This is an optimization exercise on Yosys and OpenROAD, whose aim is small area, a short achievable clock period and few clock cycles per item, not a production implementation. Function was checked by simulation only, so behaviour that the tests miss may differ from the original. Power is estimated from default activity; no workload was simulated.

===== flow/flow/synth.tcl =====
# The standard synthesis (synth_recipe.tcl), with one change: the ABC
# technology-mapping script is flow/abc.script instead of ORFS's. Flip-flops
# are mapped before ABC runs, so registers, their names and cell types are
# those of the standard synthesis.
proc synth {args} { yosys synth -nofsm -noshare {*}$args }
proc abc {args} {
  set i [lsearch -exact $args -script]
  if {$i >= 0} { lset args [expr {$i + 1}] $::env(OWN_ABC_SCRIPT) }
  yosys abc {*}$args
}
source $::env(SCRIPTS_DIR)/synth.tcl
# left out here: clear keep_hierarchy, flatten, clean up, hide names made inside functions, write 1_2_yosys.v

===== flow/flow/abc.script =====
strash
&get -n
&st
&dch -f
&nf {D}
&put
buffer -c
upsize {D}
dnsize {D}

===== flow/flow/run.sh =====
#!/bin/bash
# Own layout flow: the standard layout (standard.sh) with two changes:
#  - synthesis maps the logic with flow/abc.script (see flow/synth.tcl);
#  - the port buffers that ORFS inserts are buf_4 cells.
# Everything else, including the flow settings in config.mk, is standard.sh's.
# The whole make output goes to make.log here; ORFS keeps each step's log
# under orfs/logs.
set -euo pipefail
W=$(pwd)
sed -e "s#SYNTH_SCRIPT=[^ ]*#SYNTH_SCRIPT=$W/flow/synth.tcl#" standard.sh > own_standard.sh
grep -q "SYNTH_SCRIPT=$W/flow/synth.tcl" own_standard.sh
export OWN_ABC_SCRIPT=$W/flow/abc.script
export BUFFER_PORTS_ARGS="-buffer_cell sky130_fd_sc_hd__buf_4"
bash own_standard.sh > make.log 2>&1
test -s out/final.def

===== flow/design.v =====
package bpdt_pkg;
    localparam int TABLE_DEPTH = 64;
    localparam int CNT_W       = $clog2(TABLE_DEPTH + 1);
    localparam int ID_W   = 16;
    localparam int TICK_W = 8;
    localparam int WAIT_W = 16;
    localparam int OCC_W  = 7;
    localparam int OFS_W  = WAIT_W + 1;
endpackage
module blocked_process_delay_table (
    input  logic                          clk,
    input  logic                          rst_n,
    input  logic                          in_valid,
    output logic                          in_stall,
    input  logic                          arrival_valid,
    input  logic [bpdt_pkg::ID_W-1:0]     process_id,
    input  logic [bpdt_pkg::TICK_W-1:0]   block_ticks,
    input  logic [bpdt_pkg::WAIT_W-1:0]   wait_so_far,
    output logic                          out_valid,
    input  logic                          out_stall,
    output logic                          released_valid,
    output logic [bpdt_pkg::ID_W-1:0]     released_id,
    output logic [bpdt_pkg::WAIT_W-1:0]   released_wait,
    output logic [bpdt_pkg::OCC_W-1:0]    occupancy,
    output logic                          arrival_dropped
);
    localparam int TABLE_DEPTH = bpdt_pkg::TABLE_DEPTH;
    localparam int CNT_W       = bpdt_pkg::CNT_W;
    localparam int ID_W        = bpdt_pkg::ID_W;
    localparam int TICK_W      = bpdt_pkg::TICK_W;
    localparam int WAIT_W      = bpdt_pkg::WAIT_W;
    localparam int OCC_W       = bpdt_pkg::OCC_W;
    localparam int OFS_W       = bpdt_pkg::OFS_W;
    localparam int N     = TABLE_DEPTH;
    localparam int GRP   = 4;                 
    localparam int NG    = N / GRP;
    localparam int RES_W = 1 + ID_W + WAIT_W + OCC_W + 1;
    logic              stall_q;
    logic              a_v;
    logic              a_arr;
    logic [ID_W-1:0]   a_id;
    logic [TICK_W-1:0] a_blk;
    logic [WAIT_W-1:0] a_wso;
    assign in_stall = stall_q;
    assign a_v      = in_valid && !stall_q;        
    assign a_arr    = arrival_valid;
    assign a_id     = process_id;
    assign a_blk    = block_ticks;
    assign a_wso    = wait_so_far;
    logic [N-1:0]      v_q;                   
    logic [N-1:0]      f_q;                   
    logic [N-1:0]      r_q;                   
    logic [ID_W-1:0]   id_q [N];
    logic [OFS_W-1:0]  s_q  [N];
    logic [TICK_W-1:0] e_q  [N];
    logic [CNT_W-1:0]  cnt_q;                 
    logic [TICK_W-1:0] tk_q;                  
    logic [TICK_W-1:0] ti_q;                  
    logic [OFS_W-1:0]  g_q;                   
    logic              tick, full, acc, blk_le1, blk_le2;
    logic              rel_tab, rel_new;
    logic [N:0]        sor;                   
    logic [N:0]        hor;                   
    logic [N-1:0]      shift;
    logic [N-1:0]      rel;                   
    logic [N-1:0]      vn, fn;                
    logic [OFS_W-1:0]  s_new;
    logic [TICK_W-1:0] e_new;
    logic [CNT_W-1:0]  cnt_next;
    assign tick    = a_v;
    assign full    = cnt_q[CNT_W-1];
    assign acc     = tick && a_arr && !full;
    assign blk_le1 = (a_blk[TICK_W-1:1] == '0);
    assign blk_le2 = (a_blk <= TICK_W'(2));
    assign s_new   = {1'b0, a_wso} - g_q;
    assign e_new   = a_blk + ti_q;
    function automatic logic [N:0] suffix_or(input logic [N-1:0] x, input logic [NG-1:0] gor);
        logic [NG:0]   gsuf;
        logic [N:0]    r;
        gsuf[NG] = 1'b0;
        for (int k = NG - 1; k >= 0; k--)
            gsuf[k] = |(gor >> k);
        for (int k = 0; k < NG; k++)
            for (int j = 0; j < GRP; j++)
                r[k*GRP + j] = gsuf[k+1] | (|(x[k*GRP +: GRP] >> j));
        r[N] = 1'b0;
        suffix_or = r;
    endfunction
    logic [NG-1:0]     fg_q, hg_q;
    logic [N-1:0]      f_next, v_next;
    assign sor = suffix_or(f_q, fg_q);
    assign hor = suffix_or(~v_q, hg_q);
    assign rel_tab = tick && sor[0];
    assign rel_new = acc && blk_le1 && !sor[0];
    always_comb
    begin
        for (int i = 0; i < N; i++)
        begin
            shift[i] = acc && hor[i];
            rel[i]   = tick && f_q[i] && !sor[i+1];
            vn[i]    = v_q[i] && !rel[i];
            fn[i]    = (f_q[i] || (tick && v_q[i] && (e_q[i] == tk_q))) && !rel[i];
        end
    end
    always_comb
    begin
        for (int i = 0; i < N; i++)
        begin
            if (i == 0)
            begin
                v_next[i] = shift[i] ? !rel_new : vn[i];
                f_next[i] = shift[i] ? (blk_le2 && !rel_new) : fn[i];
            end
            else
            begin
                v_next[i] = shift[i] ? vn[i-1] : vn[i];
                f_next[i] = shift[i] ? fn[i-1] : fn[i];
            end
        end
    end
    logic [CNT_W-1:0] cnt_acc, cnt_acc_rel;
    assign cnt_acc     = acc ? cnt_q + CNT_W'(1) : cnt_q;
    assign cnt_acc_rel = acc ? cnt_q : cnt_q - CNT_W'(1);
    assign cnt_next    = (rel_tab || rel_new) ? cnt_acc_rel : cnt_acc;
    always_ff @(posedge clk or negedge rst_n)
    begin
        if (!rst_n)
        begin
            v_q   <= '0;
            f_q   <= '0;
            fg_q  <= '0;
            hg_q  <= '1;
            cnt_q <= '0;
            tk_q  <= '0;
            ti_q  <= {{(TICK_W-1){1'b1}}, 1'b0};
            g_q   <= '0;
        end
        else
        begin
            for (int i = 0; i < N; i++)
            begin
                v_q[i] <= v_next[i];
                f_q[i] <= f_next[i];
            end
            for (int k = 0; k < NG; k++)
            begin
                fg_q[k] <= |f_next[k*GRP +: GRP];
                hg_q[k] <= !(&v_next[k*GRP +: GRP]);
            end
            cnt_q <= cnt_next;
            if (tick)
            begin
                tk_q <= tk_q + TICK_W'(1);
                ti_q <= ti_q + TICK_W'(1);
                g_q  <= g_q + (a_arr ? OFS_W'(2) : OFS_W'(1));
            end
        end
    end
    always_ff @(posedge clk)
    begin
        for (int i = 0; i < N; i++)
        begin
            if (tick)
            begin
                if (i == 0)
                    r_q[i] <= shift[i] ? rel_new : rel[i];
                else
                    r_q[i] <= shift[i] ? rel[i-1] : rel[i];
            end
            if (shift[i])
            begin
                if (i == 0)
                begin
                    id_q[i] <= a_id;
                    s_q[i]  <= s_new;
                    e_q[i]  <= e_new;
                end
                else
                begin
                    id_q[i] <= id_q[i-1];
                    s_q[i]  <= s_q[i-1];
                    e_q[i]  <= e_q[i-1];
                end
            end
        end
    end
    logic              b_v;
    logic              b_rv;
    logic [OCC_W-1:0]  b_occ;
    logic              b_drop;
    logic [ID_W-1:0]   sel_id [2];
    logic [OFS_W-1:0]  sel_s  [2];
    logic              r_move, d_move;
    logic              b_v_next, d_v_next, o_v_next, q_v_next;
    always_ff @(posedge clk or negedge rst_n)
    begin
        if (!rst_n)
            b_v <= 1'b0;
        else
            b_v <= b_v_next;
    end
    always_ff @(posedge clk)
    begin
        if (tick)
        begin
            b_rv   <= rel_tab || rel_new;
            b_occ  <= OCC_W'(cnt_next);
            b_drop <= a_arr && full;
        end
    end
    always_comb
    begin
        for (int h = 0; h < 2; h++)
        begin
            sel_id[h] = '0;
            sel_s[h]  = '0;
            for (int i = h * N / 2; i < (h + 1) * N / 2; i++)
            begin
                sel_id[h] = sel_id[h] | ({ID_W{r_q[i]}}  & id_q[i]);
                sel_s[h]  = sel_s[h]  | ({OFS_W{r_q[i]}} & s_q[i]);
            end
        end
    end
    logic              d_v;
    logic              d_rv;
    logic [ID_W-1:0]   d_id [2];
    logic [OFS_W-1:0]  d_s  [2];
    logic [OCC_W-1:0]  d_occ;
    logic              d_drop;
    logic [OFS_W-1:0]  g_d;                   
    always_ff @(posedge clk or negedge rst_n)
    begin
        if (!rst_n)
            d_v <= 1'b0;
        else
            d_v <= d_v_next;
    end
    always_ff @(posedge clk)
    begin
        if (r_move)
        begin
            d_rv    <= b_rv;
            d_id[0] <= sel_id[0];
            d_id[1] <= sel_id[1];
            d_s[0]  <= sel_s[0];
            d_s[1]  <= sel_s[1];
            d_occ   <= b_occ;
            d_drop  <= b_drop;
            g_d     <= g_q;
        end
    end
    logic [OFS_W-1:0]  w_sum;
    logic [WAIT_W-1:0] d_wait;
    logic [RES_W-1:0]  r_data;
    assign w_sum  = (d_s[0] | d_s[1]) + g_d;
    assign d_wait = w_sum[OFS_W-1] ? '1 : w_sum[WAIT_W-1:0];
    assign r_data = {d_rv, d_id[0] | d_id[1], d_wait, d_occ, d_drop};
    logic             o_v, q_v;
    logic [RES_W-1:0] o_data, q_data;
    logic             o_take, go_q;
    logic [2:0]       held_next;
    assign o_take = o_v && !out_stall;
    assign d_move = d_v && !(o_v && q_v && !o_take);
    assign r_move = b_v && (!d_v || d_move);
    assign b_v_next  = tick || (b_v && !r_move);
    assign d_v_next  = r_move || (d_v && !d_move);
    assign o_v_next  = (!o_v || o_take) ? (q_v || d_move) : 1'b1;
    assign q_v_next  = (!o_v || o_take) ? (q_v && d_move) : (q_v || d_move);
    assign held_next = 3'(b_v_next) + 3'(d_v_next) + 3'(o_v_next) + 3'(q_v_next);
    always_ff @(posedge clk or negedge rst_n)
    begin
        if (!rst_n)
        begin
            o_v     <= 1'b0;
            q_v     <= 1'b0;
            stall_q <= 1'b0;
        end
        else
        begin
            o_v     <= o_v_next;
            q_v     <= q_v_next;
            stall_q <= (held_next >= 3'd4);
        end
    end
    always_ff @(posedge clk)
    begin
        if (!o_v || o_take)
            o_data <= q_v ? q_data : r_data;
        if (d_move && (q_v || (o_v && !o_take)))
            q_data <= r_data;
    end
    assign out_valid = o_v;
    assign {released_valid, released_id, released_wait, occupancy, arrival_dropped} = o_data;
endmodule

===== flow/constraint.sdc =====
create_clock -name core_clock -period 6.0 [get_ports {clk}]
set_input_delay 1.2000 -clock core_clock [delete_from_list [all_inputs] [get_ports {clk}]]
set_output_delay 1.2000 -clock core_clock [all_outputs]
set_load 0.01 [all_outputs]

===== flow/standard.sh =====
#!/bin/bash
# synth_recipe.tcl (not shown) runs the flow's synth.tcl, then flattens the netlist and writes it again
# the make line also repeats each setting of config.mk as NAME=value (left out here)
make -C /OpenROAD-flow-scripts/flow DESIGN_CONFIG=/design/flow/config.mk WORK_HOME=/design/flow/orfs CLKGATE_MAP_FILE= SYNTH_SCRIPT=/design/flow/synth_recipe.tcl "${@:-finish}"

===== flow/config.mk =====
export PLATFORM = sky130hd
export DESIGN_NAME = blocked_process_delay_table
export DESIGN_NICKNAME = blocked_process_delay_table
export VERILOG_FILES = /design/flow/design.v
export SDC_FILE = /design/flow/constraint.sdc
export NUM_CORES = 4
export LEC_CHECK = 0
export CAP_MARGIN = 20
export CORE_MARGIN = 2
export CORE_UTILIZATION = 55
export CTS_BUF_LIST = sky130_fd_sc_hd__clkbuf_16
export CTS_CLUSTER_DIAMETER = 100
export CTS_CLUSTER_SIZE = 25
export SETUP_SLACK_MARGIN = 3.3
export SLEW_MARGIN = 20
export TNS_END_PERCENT = 5

==> results of run 1 <==
[timing repair]
item / 4_1_cts / 5_1_grt
setup endpoints to repair: 2926 / 1232
pin swaps: 25 / 41
gates cloned: 16 / 8
buffers inserted: 64 / 36
gates resized for setup: 105 / 136
[flip-flops by register name, indices dropped and copies added, names as in the netlist, 7 cells and up]
register	flops
fg_q	15
f_q	64
tk_q	8
g_q	17
b_occ	7
g_d	17
q_data	41
s_q	1088
ti_q	8
d_s	34
id_q	1024
d_id	32
d_occ	7
cnt_q	7
r_q	64
o_data	41
v_q	64
hg_q	15
e_q	512
[kinds of logic (layout without fill, tap and decap cells)]
| logic type | count (synthesis) | after routing |
|---|---|---|
| other | 0 | 5 |
| AOI/OAI and AO/OA | 1133 | 1133 |
| buffers and inverters | 426 | 682 |
| xor gates and xnor gates | 584 | 584 |
| and+or+nand+nor | 1361 | 1362 |
| adders and majority gates | 50 | 50 |
| DFF | 3074 | 3074 |
| muxes | 129 | 129 |
[metal layers]
| metal | track usage (%) | share of wire (%) |
|---|---|---|
| met3 | 3.132 | 6.4 |
| met2 | 42.13 | 49 |
| met4 | 5.788 | 2.8 |
| met1 | 36.72 | 42 |
| met5 | 0 | 0.0075 |
[cells in the mapped netlist, drive strengths merged (5+ instances only)]
master	instances	area, um2
edfxtp	2871	86210
nand2	430	1614
a222oi	337	3373
a22oi	329	2470
xor2	318	2785
nand4	310	1939
clkbuf	283	1062
xnor2	266	2330
nor2	208	780.8
a21oi	186	930.9
dfrtp	181	4529
nand3	121	605.6
nor4	113	719.4
inv	90	337.8
mux2	67	754.5
o21ai	67	335.3
a221oi	63	551.8
mux2i	62	620.6
buf	52	214.0
ha	45	563.0
o21a	38	285.3
or2	35	219.0
a31oi	32	200.2
or4	30	229.0
nor3	26	135.1
dfstp	22	578.1
a41oi	18	157.7
or3	17	111.4
and3	16	100.1
nand2b	12	75.07
a21o	11	82.58
nand4b	11	96.34
a41o	9	90.09
a22o	7	61.31
a32o	7	70.07
and2	7	43.79
and4	7	61.31
a211oi	6	45.04
and4b	5	50.05
fa	5	100.1
[worst min-delay path by stage]
stage / from / cells past startpoint / slack (ns) / to
after detailed placement: b_drop$_DFFE_PP_ / 0 / 0.42 / d_drop$_DFFE_PP_
final: rst_n / 1 / 0.29 / q_v$_DFF_PN0_
after CTS: rst_n / 1 / 0.22 / o_v$_DFF_PN0_
after global routing: rst_n / 1 / 0.26 / o_v$_DFF_PN0_
after floorplan: b_drop$_DFFE_PP_ / 0 / 0.40 / d_drop$_DFFE_PP_
after global placement: b_drop$_DFFE_PP_ / 0 / 0.41 / d_drop$_DFFE_PP_
[worst max-delay path: cells and delay by family (launching register included)]
kind | cells | cell delay (ns)
simple gates | 2 | 0.71
compound gates | 2 | 1.32
flops | 1 | 0.38
buf+inv | 1 | 0.26
[per-stage QoR]
stage                     instances  setup WS [ns]  util [%]  hold WS [ns]  power, uW
after floorplan                6757          1.899         -        0.4003      39940
after global placement         9477          1.581     57.54        0.4075      44750
after detailed placement       9477          1.535     57.54        0.4220      45050
after CTS                      9772          2.867     60.10        0.2238      56630
after global routing           9821          2.869     60.65        0.2650      59280
final                          9824          2.896     60.65        0.2888      56760
[where the power goes]
group / internal (uW) / switching [uW]
Sequential: 29700 / 3150
Clock: 4500 / 6370
Combinational: 4540 / 8490
[final cells by class]
type                    instances  area (um2)
inverters                      91       396.6
flip-flops and latches       3074       91360
clock buffers                 148        3704
repair inverters                9       70.07
diodes                          5       12.51
well taps                    2805        3510
multi-input cells            3258       24200
clock inverters                67       314.1
fillers                     15610       82460
repair buffers                367        3541
==> notes.md, run 1 <==
In the synthesized netlist, mux cells make up 1.187% of the area. The relative slew slack came out at 19.68%. Of the total synthesized cell area, the portion taken by AND, OR, NAND and NOR gates is 5.953%. Across all layers, the routed design uses 62640 vias. The register area share after synthesis is 78.84%. The critical path goes through buf_4, a222oi_1, nand4_1, a221oi_1, nand4_1. The initial DRC count came out at 8616. Of the total synthesized cell area, the portion taken by full adders, half adders and majority gates is 0.5725%. The netlist uses 66 different library cells.

The chip width is 462.9 um. The pre-antenna-repair detailed-routing pass consisted of 10 iterations. The synthesized net count is 6852. The number of slew-limit violations in the final report is 0. The total detailed-routing wirelength came out at 280300 um. The H-tree was split into 4 levels. For this run, the slowest stage of the critical path takes 0.91 ns.

The fraction of registers with async set or reset after synthesis is 6.604%. The placeable core region is 209600 um2. The die area came out at 214300 um2. On the critical path, the stage with the largest delay is an instance of sky130_fd_sc_hd__a221oi_1.

The static power due to leakage is 0.04155 uW. At the pin with the least slew margin, the transition time is 1.205 ns. The worst-case vdd ir drop is 345.0 uV. TritonCTS built the clock tree. Clock tree synthesis selected as its root buffer the cell sky130_fd_sc_hd__clkbuf_16. Clock-pin slew was measured on the worst setup and hold paths at 0.10 ns. Leaving out fill and tap cells, the most frequent cells in the layout are 2871 x sky130_fd_sc_hd__edfxtp_1, 425 x sky130_fd_sc_hd__nand2_1, 337 x sky130_fd_sc_hd__a222oi_1. The number of buffers between clock root and the deepest sink came out at 3. The launching element type of the critical path is a register.

By startpoint and endpoint, the worst setup path is classified as register to register. The area growth from synthesis to layout is 9.736%. For this run, the number of Yosys warnings is 8. The number of buffers added by the clock tree synthesis step is 141. The post-synthesis compound-gate area fraction is 7.638%. The post-synthesis average cell area came out at 17.14 um2. The pin count of the biggest net entering global routing is 93. The final hold violation count came out at 0. Global routing used 25.51% of the available tracks across all layers. The cell that appears most often on the critical path is sky130_fd_sc_hd__nand4_1.

The vertical extent of the die came out at 462.9 um. The data required time of the worst path came out at 6.42 ns. The worst hold path belongs to the class input pin to async pin. The post-route netlist has 12.02% of its cells at a drive strength greater than 1. The final antenna-violating net count came out at 0.

The routed via count divided by cell count is 6.377. After synthesis the cells add up to 115800 um2. The setup slack on the worst flop-to-flop path came out at 2.90 ns. The largest fanout on the critical path is 33. Tracing the worst setup path back leads to its startpoint at r_q[0]$_DFFE_PP_. The wire length of the first global-routing pass is 410000 um. The run finished with no timing, DRC or antenna violations. The type of element capturing the critical path is a register. After synthesis, the largest family of logic cells by area is compound AO/OA/AOI/OAI gates.

Setup repair after global routing could not meet its margin everywhere. With fillers left out, the area of the finished cells amounts to 127100 um2. The starting density of the core came out at 55.27%. The instance area at placement came out at 120600 um2.

Setup total negative slack on the finished layout was measured at 0 ns. In this run, synthesis produced a sequential element count of 3074. The setup violation total in the final timing report is 0. The number of global-route vias before repair is 61270. The count of input and output buffers came out at 87.

The post-DP HPWL came out at 184400 um. After technology mapping, the gate count stands at 6757. The power per cell area is 446.5 nW/um2.

Counting flops with a built-in enable in the synthesized netlist gives 2871. Routability-driven placement finished with a final weighted congestion of 0.8468. For this design, the sink count on the clock tree is 3074. In the synthesized netlist the dominant register cell turns out to be sky130_fd_sc_hd__edfxtp_1.

The post-synthesis xor/xnor area fraction came out at 4.416%. The startpoint of the lowest-slack register-to-register path is r_q[0]$_DFFE_PP_. In the finished design, the share of the clock period the worst path needs comes to 51.73%. The routed length per instance is 28.54 um. The most common library cell in the layout ignoring fill and taps is sky130_fd_sc_hd__edfxtp_1.

The cell row count is 168. The time the final worst path needs with I/O delays and setup is 3.104 ns. The number of nets in the finished design came out at 7037. The maximum achievable frequency came out at 0.3222 GHz. The clock network latency to the later pin of the worst-skew pair is 0.84 ns.

The worst register-to-register path ends at d_id[0][8]$_DFFE_PP_. The count of hold buffers inserted by post-cts repair is 0. The initial antenna violation count is 12.

The number of cells on the worst reg-to-reg path is 5. The timing endpoint of the critical path is d_id[0][8]$_DFFE_PP_. 88 I/O pins were placed. The total congestion overflow after global routing is 0. The tool flagged a number of max-cap violations equal to 0.

The worst clock skew came out at 0.03063 ns. The data arrival time of the critical path is 3.52 ns. The number of design rule violations left after detail routing came out at 0.
Testbench counts, summed over its fixed seeds: cycles 9,624, items 9,600.
==> run 2: changes to the inputs <==
--- a/flow/design.v
+++ b/flow/design.v
@@ -33,5 +33,5 @@
     localparam int OFS_W       = bpdt_pkg::OFS_W;
     localparam int N     = TABLE_DEPTH;
-    localparam int GRP   = 4;                 
+    localparam int GRP   = 8;                 
     localparam int NG    = N / GRP;
     localparam int RES_W = 1 + ID_W + WAIT_W + OCC_W + 1;
@@ -75,7 +75,10 @@
     assign s_new   = {1'b0, a_wso} - g_q;
     assign e_new   = a_blk + ti_q;
-    function automatic logic [N:0] suffix_or(input logic [N-1:0] x, input logic [NG-1:0] gor);
+    function automatic logic [N:0] suffix_or(input logic [N-1:0] x);
+        logic [NG-1:0] gor;
         logic [NG:0]   gsuf;
         logic [N:0]    r;
+        for (int k = 0; k < NG; k++)
+            gor[k] = |x[k*GRP +: GRP];
         gsuf[NG] = 1'b0;
         for (int k = NG - 1; k >= 0; k--)
@@ -87,8 +90,7 @@
         suffix_or = r;
     endfunction
-    logic [NG-1:0]     fg_q, hg_q;
     logic [N-1:0]      f_next, v_next;
-    assign sor = suffix_or(f_q, fg_q);
-    assign hor = suffix_or(~v_q, hg_q);
+    assign sor = suffix_or(f_q);
+    assign hor = suffix_or(~v_q);
     assign rel_tab = tick && sor[0];
     assign rel_new = acc && blk_le1 && !sor[0];
@@ -129,6 +131,4 @@
             v_q   <= '0;
             f_q   <= '0;
-            fg_q  <= '0;
-            hg_q  <= '1;
             cnt_q <= '0;
             tk_q  <= '0;
@@ -142,9 +142,4 @@
                 v_q[i] <= v_next[i];
                 f_q[i] <= f_next[i];
-            end
-            for (int k = 0; k < NG; k++)
-            begin
-                fg_q[k] <= |f_next[k*GRP +: GRP];
-                hg_q[k] <= !(&v_next[k*GRP +: GRP]);
             end
             cnt_q <= cnt_next;
==> run 2 against run 1 <==
Against the previous run: sequential power shrank 3%; final cell count shrank 0.45%; flip-flop and latch count shrank 30; sequential share of layout area shrank 0.23 points; power shrank 4.3%; utilization grew 0.37 points; combinational power shrank 11%; first-iteration DRC count grew 21%; die area shrank 0.83%; wire length grew 11%; count of clock-buffer cells in the layout shrank 4; hold slack gained 0.11 ns; largest cell class unchanged; largest power group unchanged.
==> notes.md, run 2 <==
The global routing usage on met3 came out at 5.070% (+1.9 points). The static power due to leakage came out at 0.04110 uW (-1.1%). The number of buffers added by the clock tree synthesis step is 140 (-0.71%).

The die area is 212500 um2 (-0.83%). The part of the power in registers came to 58.6% (+0.7 points). The total congestion overflow after global routing is 0 (unchanged). The placeable core region came out at 207300 um2 (-1.1%). In the final layout, the registers with the most flip-flops are s_q: 1088 flops, id_q: 1024 flops, e_q: 512 flops. In the layout the commonest cells are 2871 x sky130_fd_sc_hd__edfxtp_1, 464 x sky130_fd_sc_hd__a222oi_1, 449 x sky130_fd_sc_hd__nand2_1. The number of nets in the finished design is 7035 (-0.028%). The tree is rooted in a sky130_fd_sc_hd__clkbuf_16. The number of global-route vias before repair is 61450 (+0.29%). The relative slew slack is 28.61% (+8.9 points).

The slack of the critical path came out at 2.841 ns (-0.05556 ns). The initial DRC count came out at 10440 (+21%). The pin count of the biggest net entering global routing came out at 90 (-3.2%). The count of H-tree levels built during CTS is 4 (unchanged). The data arrival time of the critical path came out at 3.60 ns (+0.08 ns). The setup TNS is 0 ns (unchanged). In this run the worst setup path begins at r_q[34]$_DFFE_PP_. The net switching share of the total power came out at 31.43% (-0.30 points). The gate count of the mapped netlist came to 6654 (-1.5%).

The fraction of final layout cells with drive strength greater than 1 came to 13.47% (+1.4 points). The smallest hold slack came out at 0.4033 ns (+0.1145 ns). The data required time of the worst path came out at 6.44 ns (+0.02 ns). The total clock sinks was 3044 (-0.98%).

The routed length per instance is 31.73 um (+11%). The flip-flop count of the largest register, all copies and words added was 1088 (unchanged). More flip-flops sit in one register than any other, and that register is s_q. The area growth from synthesis to layout came out at 10.12%.

The utilization after layout came out at 61.02% (+0.37 points). The post-route clock period utilization was 52.65% (+0.93 points). The type of the worst min-delay path is input pin to async pin. The cell row count is 167 (-0.60%). The vias after detailed routing is 64180 (+2.5%). The final hold violation count is 0 (unchanged). The type of element capturing the critical path is a register. The launching element type of the critical path is a register. The maximum achievable frequency was 0.3165 GHz (-1.8%). The post-DP HPWL is 199900 um (+8.4%). Setup repair after global routing could not meet its margin everywhere. The logic depth of the worst register-to-register path is 7 (+2). The worst register-to-register path begins at r_q[34]$_DFFE_PP_.

The routed via count divided by cell count was 6.562 (+2.9%). The worst slack at placement is 1.120 ns (-0.4153 ns). Among all flip-flop cells after synthesis, the most frequent one is sky130_fd_sc_hd__edfxtp_1. The fraction of registers with async set or reset after synthesis is 5.683% (-0.92 points).

The number of placed I/O pins came to 88 (unchanged). Ranked by total cell area, the synthesized netlist is headed by sky130_fd_sc_hd__edfxtp_1 75%, sky130_fd_sc_hd__a222oi_1 4.0%, sky130_fd_sc_hd__dfrtp_1 3.6%. The worst clock skew is 0.03402 ns (+0.003394 ns). The met1 demand-to-capacity share in global routing came out at 41.11% (+4.4 points). The cell-internal power is 37250 uW (-3.9%).

The number of design rule violations left after detail routing is 0 (unchanged). The power per cell area is 429.5 nW/um2 (-3.8%). The setup violation total in the final timing report came out at 0 (unchanged).

The total detailed-routing wirelength is 310300 um (+11%). The post-synthesis average cell area came to 17.26 um2 (+0.70%). The time the final worst path needs with I/O delays and setup is 3.159 ns (+0.05556 ns). The synthesized net count is 6749 (-1.5%).

The vertical extent of the die came to 461.0 um (-0.42%). The number of slew-limit violations in the final report came to 0 (unchanged). After synthesis, the most frequently instantiated cells are 2871 x sky130_fd_sc_hd__edfxtp_1, 465 x sky130_fd_sc_hd__nand2_1, 464 x sky130_fd_sc_hd__a222oi_1. The wire length of the first global-routing pass is 440900 um (+7.5%).

The worst-case vdd ir drop is 344.0 uV (-0.29%). TritonCTS built the clock tree. sky130_fd_sc_hd__edfxtp_1 takes more of the synthesized area than any other cell. The most frequent cell after synthesis is sky130_fd_sc_hd__edfxtp_1.

The endpoint identified for the worst register-to-register timing path is d_s[1][9]$_DFFE_PP_. The power share of the clock group is 20.0% (+0.9 points). After global routing, the most crowded layer is met2.

The count of filler cells inserted in the layout is 15280 (-2.1%). The netlist area before placement is 114900 um2 (-0.84%). The global routing met2 resource utilization is 44.59% (+2.5 points).

The distinct cell type count of the synthesized netlist was 69 (+4.5%). The clock network latency to the later pin of the worst-skew pair is 0.84 ns (about the same). The starting density of the core came out at 55.42% (+0.14 points).

The final antenna-violating net count is 0 (unchanged). The library cell used most frequently in the layout, excluding fill and tap cells, is sky130_fd_sc_hd__edfxtp_1. The setup slack on the worst flop-to-flop path is 2.84 ns (-0.06 ns). The count of input and output buffers was 87 (unchanged). The count of hold buffers inserted by post-cts repair was 0 (unchanged). The largest fanout on the critical path is 23 (-30%). The switching power is 17070 uW (-5.2%). The chip width is 461.0 um (-0.42%).

The transition time of the tightest slew-check pin was 1.071 ns (-0.1340 ns). The initial antenna violation count came out at 8 (-4). The combinational cell fraction of total power is 21.4% (-1.6 points).

The number of iterations in the first detailed-routing pass came out at 13 (+3). The number of enable flip-flop cells after synthesis came to 2871 (unchanged). The run finished with no timing, DRC or antenna violations. The number of max-cap violations came out at 0 (unchanged). The total of flip-flops plus latches after synthesis came out at 3044 (-0.98%). The placer congestion estimate came to 0.8872 (+4.8%).

The setup path with the least slack is of type register to register. The total routing usage reported by global routing is 28.67% (+3.2 points). The register area share after synthesis is 78.83% (about the same).

The number of synthesis warnings came out at 8 (unchanged). The number of buffers between clock root and the deepest sink is 3 (unchanged). The clock-pin slew of the registers on the worst-case setup and hold paths came out at 0.10 ns (about the same). The share of the synthesized area in the top cell type is 75.06% (+0.63 points).
-- run 2: cell count changes in the layout (fill, tap and decap cells not counted), sizes merged, moves of 35 or more --
cell	change
a222oi	+127
a22oi	-109
xnor2	+79
xor2	-77
buf	+68
nand4	-49
o21ai	+49
inv	-47
a21oi	-42
clkinvlp	+38
mux2i	+38
nand2	+35
-- run 2: power groups by stage --
stage	Sequential (uW)	Clock [uW]	Combinational, uW
after floorplan	30600	0	7070
after global placement	32100	0	10200
after detailed placement	32200	0	10300
after CTS	31800	11100	11100
after global routing	32200	11700	12500
final	31800	10900	11600
-- run 2: worst max-delay path by stage --
stage	to	slack, ns
2_1_floorplan	e_q[17][0]$_DFFE_PP_	1.83
3_3_place_gp	id_q[43][6]$_DFFE_PP_	1.21
3_5_place_dp	id_q[43][7]$_DFFE_PP_	1.12
4_1_cts	released_wait[14]	2.92
5_1_grt	b_occ[4]$_DFFE_PP_	2.86
6_report	d_s[1][9]$_DFFE_PP_	2.84
-- run 2: cells by family (layout without fill, tap and decap cells) --
family	Yosys count	in the layout	share of synthesized area, %
compound gates	1075	1079	7.539
xor+xnor	586	586	4.468
fa+ha+maj	50	50	0.5773
buf+inv	406	733	1.333
flops	3044	3044	78.83
mux	163	163	1.492
other cells	0	5	0
simple gates	1330	1332	5.757
-- run 2: repair_timing --
action | 4_1_cts | 5_1_grt
buffers inserted | 115 | 66
gates cloned | 34 | 13
resized for setup | 123 | 143
pin swaps | 31 | 39
endpoints found under the hold margin | 0 | 0
setup endpoints to repair | 2951 | 2817
-- run 2: worst max-delay path, stage by stage (launching register included) --
cell and delay (ns):
sky130_fd_sc_hd__edfxtp_1 0.52, sky130_fd_sc_hd__buf_4 0.29, sky130_fd_sc_hd__a222oi_1 0.35, sky130_fd_sc_hd__nand2_1 0.14, sky130_fd_sc_hd__a21oi_1 0.15, sky130_fd_sc_hd__nand2_1 0.20
sky130_fd_sc_hd__nor2_1 0.65, sky130_fd_sc_hd__nand2_1 0.45
-- run 2: stage by stage --
step	cell area, um2	power (uW)	cells
2_1_floorplan	115300	37690	6654
3_3_place_gp	119500	42290	9356
3_5_place_dp	119500	42540	9357
4_1_cts	125200	53990	9695
5_1_grt	126500	56400	9777
6_report	126500	54320	9780
-- run 2: routing by layer --
layer,part of all wire [%],vias to the layer above
met5,0.0087,-
met4,4.2,4
met3,9.0,352
met2,47,3469
met1,40,33020
li1,-,27340
-- run 2: layout make-up --
cell class | count | area, um2 | area share [%]
multi-input cells | 3210 | 23900 | 18.90
clock inverters | 45 | 334.1 | 0.2641
flip-flops and latches | 3044 | 90610 | 71.64
clock buffers | 144 | 3603 | 2.849
well taps | 2788 | 3488 | 2.758
repair buffers | 429 | 3811 | 3.013
inverters | 82 | 451.7 | 0.3571
repair inverters | 33 | 267.8 | 0.2117
diodes | 5 | 12.51 | 0.009892
Testbench counts of run 2, summed over its fixed seeds: cycles 9,624, items 9,600.

==> static timing again, ports no longer ideal <==
The results above use ideal ports. As a check the final layouts listed here were re-extracted and re-timed, cells and wires unchanged.
Step 1: set_driving_cell puts a clkbuf_16 on clk and a buf_2 on each other input, an assumption about the parent block.
Step 2 times the ports against the registers' clock, not the clock port: input delays grow and output delays shrink by t, the midpoint of the rising clock arrivals with the driver on.
a / b / c = ideal ports / drivers / drivers and shift; a / b = the first two.
| run | shift t [ns] | slack for setup (ns) | worst slew at a driven data input, ns | cell pins on the clock port's net |
|---|---|---|---|---|
| run 1 | 0.919 | 2.896 / 2.896 / 2.164 | 0.11 | 1 |
| run 2 | 0.913 | 2.841 / 2.841 / 2.068 | 0.09 | 1 |
After both steps every run listed still meets setup and hold. For run 2, which loses most, drivers alone change the setup slack by 0.000 ns; drivers and shift together by -0.773 ns.
